This is an optimization exercise on Yosys and OpenROAD, whose aim is a short achievable clock period, not a production implementation.
Function was checked by simulation only, so behaviour that the tests miss may differ from the original.
No driver is modelled on the clock port, so clocking that relies on it looks cheaper here than on a real chip.
No activity file was given, so power comes from the tool's default toggle rates.

==> flow/design.v <==
module mem_stage #(
    parameter int DEPTH  = 256,
    parameter int ADDR_W = 8
) (
    input  logic        clk,
    input  logic        rst,
    input  logic [37:0] pipeline_reg_in,
    input  logic        stall,
    output logic [36:0] pipeline_reg_out,
    output logic [2:0]  mem_op_dest,
    output logic        mem_wb_en,
    output logic [15:0] store_count,
    output logic        mem_addr_err
);
    logic [15:0]       alu_result_s;
    logic              mem_write_en_s;
    logic [15:0]       mem_write_data_s;
    logic              wb_result_mux_s;
    logic [ADDR_W-1:0] addr_s;
    logic [15:0]       half_s [2];
    logic              oob_s;
    logic              store_en_s;
    logic              fwd_s;
    logic [15:0] mem_r [DEPTH];
    logic [20:0] out_r;      
    logic [15:0] half_r [2];  
    logic [15:0] count_r;
    logic              wbuf_valid_r;
    logic [ADDR_W-1:0] wbuf_addr_r;
    logic [15:0]       wbuf_data_r;
    assign alu_result_s     = pipeline_reg_in[37:22];
    assign mem_write_en_s   = pipeline_reg_in[21];
    assign mem_write_data_s = pipeline_reg_in[20:5];
    assign wb_result_mux_s  = pipeline_reg_in[0];
    assign addr_s           = alu_result_s[ADDR_W-1:0];
    assign fwd_s            = wbuf_valid_r && (wbuf_addr_r == addr_s);
    assign mem_op_dest = pipeline_reg_in[3:1];
    assign mem_wb_en   = pipeline_reg_in[4];
    always_comb begin
        oob_s = 1'b0;
        oob_s = ((alu_result_s >> ADDR_W) != 16'd0) && (mem_write_en_s || wb_result_mux_s) && !stall;
        store_en_s = mem_write_en_s && !stall && !rst && !oob_s;
    end
    always_comb begin
        for (int h = 0; h < 2; h++) begin
            half_s[h] = 16'h0000;
            if (!oob_s && addr_s[ADDR_W-1] == 1'(h)) begin
                half_s[h] = fwd_s ? wbuf_data_r : mem_r[{1'(h), addr_s[ADDR_W-2:0]}];
            end
        end
    end
    always_ff @(posedge clk) begin
        wbuf_valid_r <= store_en_s;
        wbuf_addr_r  <= addr_s;
        wbuf_data_r  <= mem_write_data_s;
        if (wbuf_valid_r) begin
            mem_r[wbuf_addr_r] <= wbuf_data_r;
        end
    end
    always_ff @(posedge clk) begin
        if (rst) begin
            half_r[0] <= 16'd0;
            half_r[1] <= 16'd0;
            out_r     <= 21'd0;
            count_r   <= 16'd0;
        end else if (!stall) begin
            half_r[0] <= half_s[0];
            half_r[1] <= half_s[1];
            out_r     <= {alu_result_s, pipeline_reg_in[4:0]};
            if (store_en_s) begin
                count_r <= count_r + 16'd1;
            end
        end
    end
    logic err_r;
    always_ff @(posedge clk) begin
        if (rst) begin
            err_r <= 1'b0;
        end else if (oob_s) begin
            err_r <= 1'b1;
        end
    end
    assign mem_addr_err = err_r;
    assign pipeline_reg_out = {half_r[0] | half_r[1], out_r};
    assign store_count      = count_r;
endmodule
clock: 6.0 ns
lec_check: 0
abc_clock_period_in_ps: 2500
cap_margin: 20
core_margin: 2
core_utilization: 50
place_density: 0.65
slew_margin: 20
standard.sh (not shown) runs the stock make flow with config.mk's settings and CLKGATE_MAP_FILE= SYNTH_SCRIPT=/design/flow/synth_recipe.tcl, a recipe that flattens the netlist after the stock synthesis.
==> flow/flow/run.sh <==
#!/bin/bash
set -euo pipefail
M=${MARGIN:-3.3}
F="MATCH_CELL_FOOTPRINT=0"
export EXTRA_MARGINS="2.9 3.1 3.3"
export EXTRA_MARGINS_GRT="3.0 3.2 3.4"
bash standard.sh synth > synth.log 2>&1
bash standard.sh $F SETUP_SLACK_MARGIN=0 floorplan > floorplan.log 2>&1
bash standard.sh $F SETUP_SLACK_MARGIN=0 place > place.log 2>&1
bash standard.sh $F "POST_CTS_TCL=$PWD/flow/post_cts.tcl" SETUP_SLACK_MARGIN=$M TNS_END_PERCENT=5 cts > cts.log 2>&1
bash standard.sh $F "POST_GLOBAL_ROUTE_TCL=$PWD/flow/post_grt.tcl" SETUP_SLACK_MARGIN=$M TNS_END_PERCENT=5 route > route.log 2>&1
bash standard.sh $F SETUP_SLACK_MARGIN=$M finish > finish.log 2>&1
==> flow/flow/post_cts.tcl <==
# Extra setup repair after CTS (sourced by ORFS's cts.tcl through POST_CTS_TCL).
# The port buffers that buffer_ports inserts are delay-cell sized; give them a
# plain buffer first, then repair setup in rounds of rising margin so that each
# round works on the paths that are worst at that point.
foreach inst [get_cells -quiet {input* output*}] {
  set ref [get_property $inst ref_name]
  if {[string match "sky130_fd_sc_hd__clkdlybuf*" $ref] || [string match "sky130_fd_sc_hd__dlymetal*" $ref]
      || [string match "sky130_fd_sc_hd__dlygate*" $ref] || [string match "sky130_fd_sc_hd__buf_1" $ref]} {
    replace_cell $inst sky130_fd_sc_hd__buf_8
  }
}
estimate_parasitics -placement
report_worst_slack -max
foreach m $::env(EXTRA_MARGINS) {
  repair_timing -setup -setup_margin $m -repair_tns 100 -max_passes 200 -verbose
  report_worst_slack -max
}
set result [catch { detailed_placement } msg]
if { $result != 0 } {
  error "Detailed placement failed after extra repair: $msg"
}
check_placement -verbose
estimate_parasitics -placement
report_worst_slack -max
==> flow/flow/post_grt.tcl <==
# Extra setup repair after global routing (sourced by ORFS's global_route.tcl
# through POST_GLOBAL_ROUTE_TCL), on global-route parasitics and over every
# violating endpoint, in rounds of rising margin; then legalize and reroute the
# nets that changed.
estimate_parasitics -global_routing
report_worst_slack -max
foreach m $::env(EXTRA_MARGINS_GRT) {
  repair_timing -setup -setup_margin $m -repair_tns 100 -max_passes 200 -verbose
  report_worst_slack -max
}
global_route -start_incremental
detailed_placement
global_route -end_incremental
estimate_parasitics -global_routing
report_worst_slack -max
Rerun with:
--- a/flow/design.v
+++ b/flow/design.v
@@ -24,6 +24,8 @@
     logic [15:0] mem_r [DEPTH];
     logic [20:0] out_r;      
     logic [15:0] half_r [2];  
+    logic [15:0] load_data_r;
+    assign load_data_r = half_r[0] | half_r[1];
     logic [15:0] count_r;
     logic              wbuf_valid_r;
     logic [ADDR_W-1:0] wbuf_addr_r;
@@ -63,7 +65,10 @@
             half_r[1] <= 16'd0;
             out_r     <= 21'd0;
             count_r   <= 16'd0;
-        end else if (!stall) begin
+        end else if (stall) begin
+            half_r[0] <= load_data_r;
+            half_r[1] <= 16'd0;
+        end else begin
             half_r[0] <= half_s[0];
             half_r[1] <= half_s[1];
             out_r     <= {alu_result_s, pipeline_reg_in[4:0]};
@@ -81,6 +86,6 @@
         end
     end
     assign mem_addr_err = err_r;
-    assign pipeline_reg_out = {half_r[0] | half_r[1], out_r};
+    assign pipeline_reg_out = {load_data_r, out_r};
     assign store_count      = count_r;
 endmodule
Result:
- The new run completed with no timing, DRC or antenna violations
- final cell count came out lower by 1.8%
- global-route usage is lower by 0.47 points
- cell area climbs by 1.2%
- maximum frequency increases by 1.3%
- worst setup slack improved by 0.039 ns
- clock skew stays flat
- clock-buffer cell count went down by 25
- wire length drops by 2.0%
- via count goes down by 3.2%

========
run A:
RTL: the design.v shown in full above, as it stands there.
Settings: LEC_CHECK=0, ABC_CLOCK_PERIOD_IN_PS=2500, CAP_MARGIN=20, CORE_MARGIN=2, CORE_UTILIZATION=40, SLEW_MARGIN=20; clock period 6.0 ns.
Scripts as last shown in full above: flow/flow/run.sh, flow/flow/post_cts.tcl, flow/flow/post_grt.tcl
#### Input delta (run B over run A)
==> flow/design.v <==
module mem_stage #(
    parameter int DEPTH  = 256,
    parameter int ADDR_W = 8
) (
    input  logic        clk,
    input  logic        rst,
    input  logic [37:0] pipeline_reg_in,
    input  logic        stall,
    output logic [36:0] pipeline_reg_out,
    output logic [2:0]  mem_op_dest,
    output logic        mem_wb_en,
    output logic [15:0] store_count,
    output logic        mem_addr_err
);
    logic [15:0]       alu_result_s;
    logic              mem_write_en_s;
    logic [15:0]       mem_write_data_s;
    logic              wb_result_mux_s;
    logic [ADDR_W-1:0] addr_s;
    logic [15:0]       half_n_s [2];
    logic              oob_s;
    logic              store_en_s;
    logic              fwd_s;
    logic [15:0] mem_r [DEPTH];
    logic [20:0] out_r;      
    logic [15:0] half_n_r [2];  
    logic [15:0] count_r;
    logic              wbuf_valid_r;
    logic [ADDR_W-1:0] wbuf_addr_r;
    logic [15:0]       wbuf_data_r;
    assign alu_result_s     = pipeline_reg_in[37:22];
    assign mem_write_en_s   = pipeline_reg_in[21];
    assign mem_write_data_s = pipeline_reg_in[20:5];
    assign wb_result_mux_s  = pipeline_reg_in[0];
    assign addr_s           = alu_result_s[ADDR_W-1:0];
    assign fwd_s            = wbuf_valid_r && (wbuf_addr_r == addr_s);
    assign mem_op_dest = pipeline_reg_in[3:1];
    assign mem_wb_en   = pipeline_reg_in[4];
    always_comb begin
        oob_s = 1'b0;
        oob_s = ((alu_result_s >> ADDR_W) != 16'd0) && (mem_write_en_s || wb_result_mux_s) && !stall;
        store_en_s = mem_write_en_s && !stall && !rst && !oob_s;
    end
    always_comb begin
        for (int h = 0; h < 2; h++) begin
            half_n_s[h] = 16'hffff;
            if (!oob_s && addr_s[ADDR_W-1] == 1'(h)) begin
                half_n_s[h] = fwd_s ? wbuf_data_r : mem_r[{1'(h), addr_s[ADDR_W-2:0]}];
            end
        end
    end
    always_ff @(posedge clk) begin
        wbuf_valid_r <= store_en_s;
        wbuf_addr_r  <= addr_s;
        wbuf_data_r  <= ~mem_write_data_s;
        if (wbuf_valid_r) begin
            mem_r[wbuf_addr_r] <= wbuf_data_r;
        end
    end
    always_ff @(posedge clk) begin
        if (rst) begin
            half_n_r[0] <= 16'hffff;
            half_n_r[1] <= 16'hffff;
            out_r     <= 21'd0;
            count_r   <= 16'd0;
        end else if (!stall) begin
            half_n_r[0] <= half_n_s[0];
            half_n_r[1] <= half_n_s[1];
            out_r     <= {alu_result_s, pipeline_reg_in[4:0]};
            if (store_en_s) begin
                count_r <= count_r + 16'd1;
            end
        end
    end
    logic err_r;
    always_ff @(posedge clk) begin
        if (rst) begin
            err_r <= 1'b0;
        end else if (oob_s) begin
            err_r <= 1'b1;
        end
    end
    assign mem_addr_err = err_r;
    assign pipeline_reg_out = {~(half_n_r[0] & half_n_r[1]), out_r};
    assign store_count      = count_r;
endmodule
- Run B: flow completed, timing, DRC and antenna clean
- When run B is set beside run A, its post-route fraction of the period consumed by the critical path turns out to be 0.61 points smaller.
- Diff run A -> run B | maximum number of pins on one net before global-route repair | increase of 13
- Run B vs run A — overall fraction of global-route tracks in use rose 1.4 points.
- Maximum net fanout on the critical path was lower in run A than in run B.
- Density: run B denser than run A
- | final cell area excluding filler cells | run B vs run A | about 3.2% higher |
- Going from run A to run B, sequential share of layout area went down by 2.1 points; met2 demand-to-capacity share in global routing shows an increase of 1.3 points; die area increased 0.0074 sq mm; share of power burned in combinational logic picked up an extra 1.0 points; count of vias placed by the detailed router rose by 5480.
- Run B vs run A: total of clock buffers placed in the layout up slightly
- Run B ends up with a cell count after synthesis that is 351 higher than in run A.
- Of run B and run A, run B shows the higher vertical die dimension, with run A below it.

==> what the ideal ports hide <==
The flow's constraints put no driver on any port. The routed layouts listed below were extracted and timed again, unchanged, in two steps. Step 1 (the two cells are an assumption about what drives the block):
set clk [get_ports {clk}]
set_driving_cell -lib_cell sky130_fd_sc_hd__clkbuf_16 $clk
set_driving_cell -lib_cell sky130_fd_sc_hd__buf_2 [delete_from_list [all_inputs] $clk]
Step 2 times the ports against the registers' clock, not the clock port: input delays grow and output delays shrink by t, the midpoint of the rising clock arrivals with the driver on. Three values: ideal, step 1, step 2; two values: the first two.
| run | t (ns) | slack for setup (ns) | worst setup path at the end | worst data-port slew with drivers (ns) |
|---|---|---|---|---|
| the first run of note 1 | 1.068 | 2.966 / 2.877 / 1.854 | input to register | 0.54 |
| the second run of note 1 | 1.050 | 3.006 / 2.807 / 1.756 | input to register | 0.50 |
| run A | 1.084 | 2.967 / 2.858 / 1.864 | input to register | 0.55 |
| run B | 1.083 | 3.003 / 2.785 / 1.702 | input to register | 0.55 |
After both steps every run listed still meets setup and hold. The setup slack of run B, which loses most, moves by -0.218 ns with the drivers and by -1.301 ns with both steps.
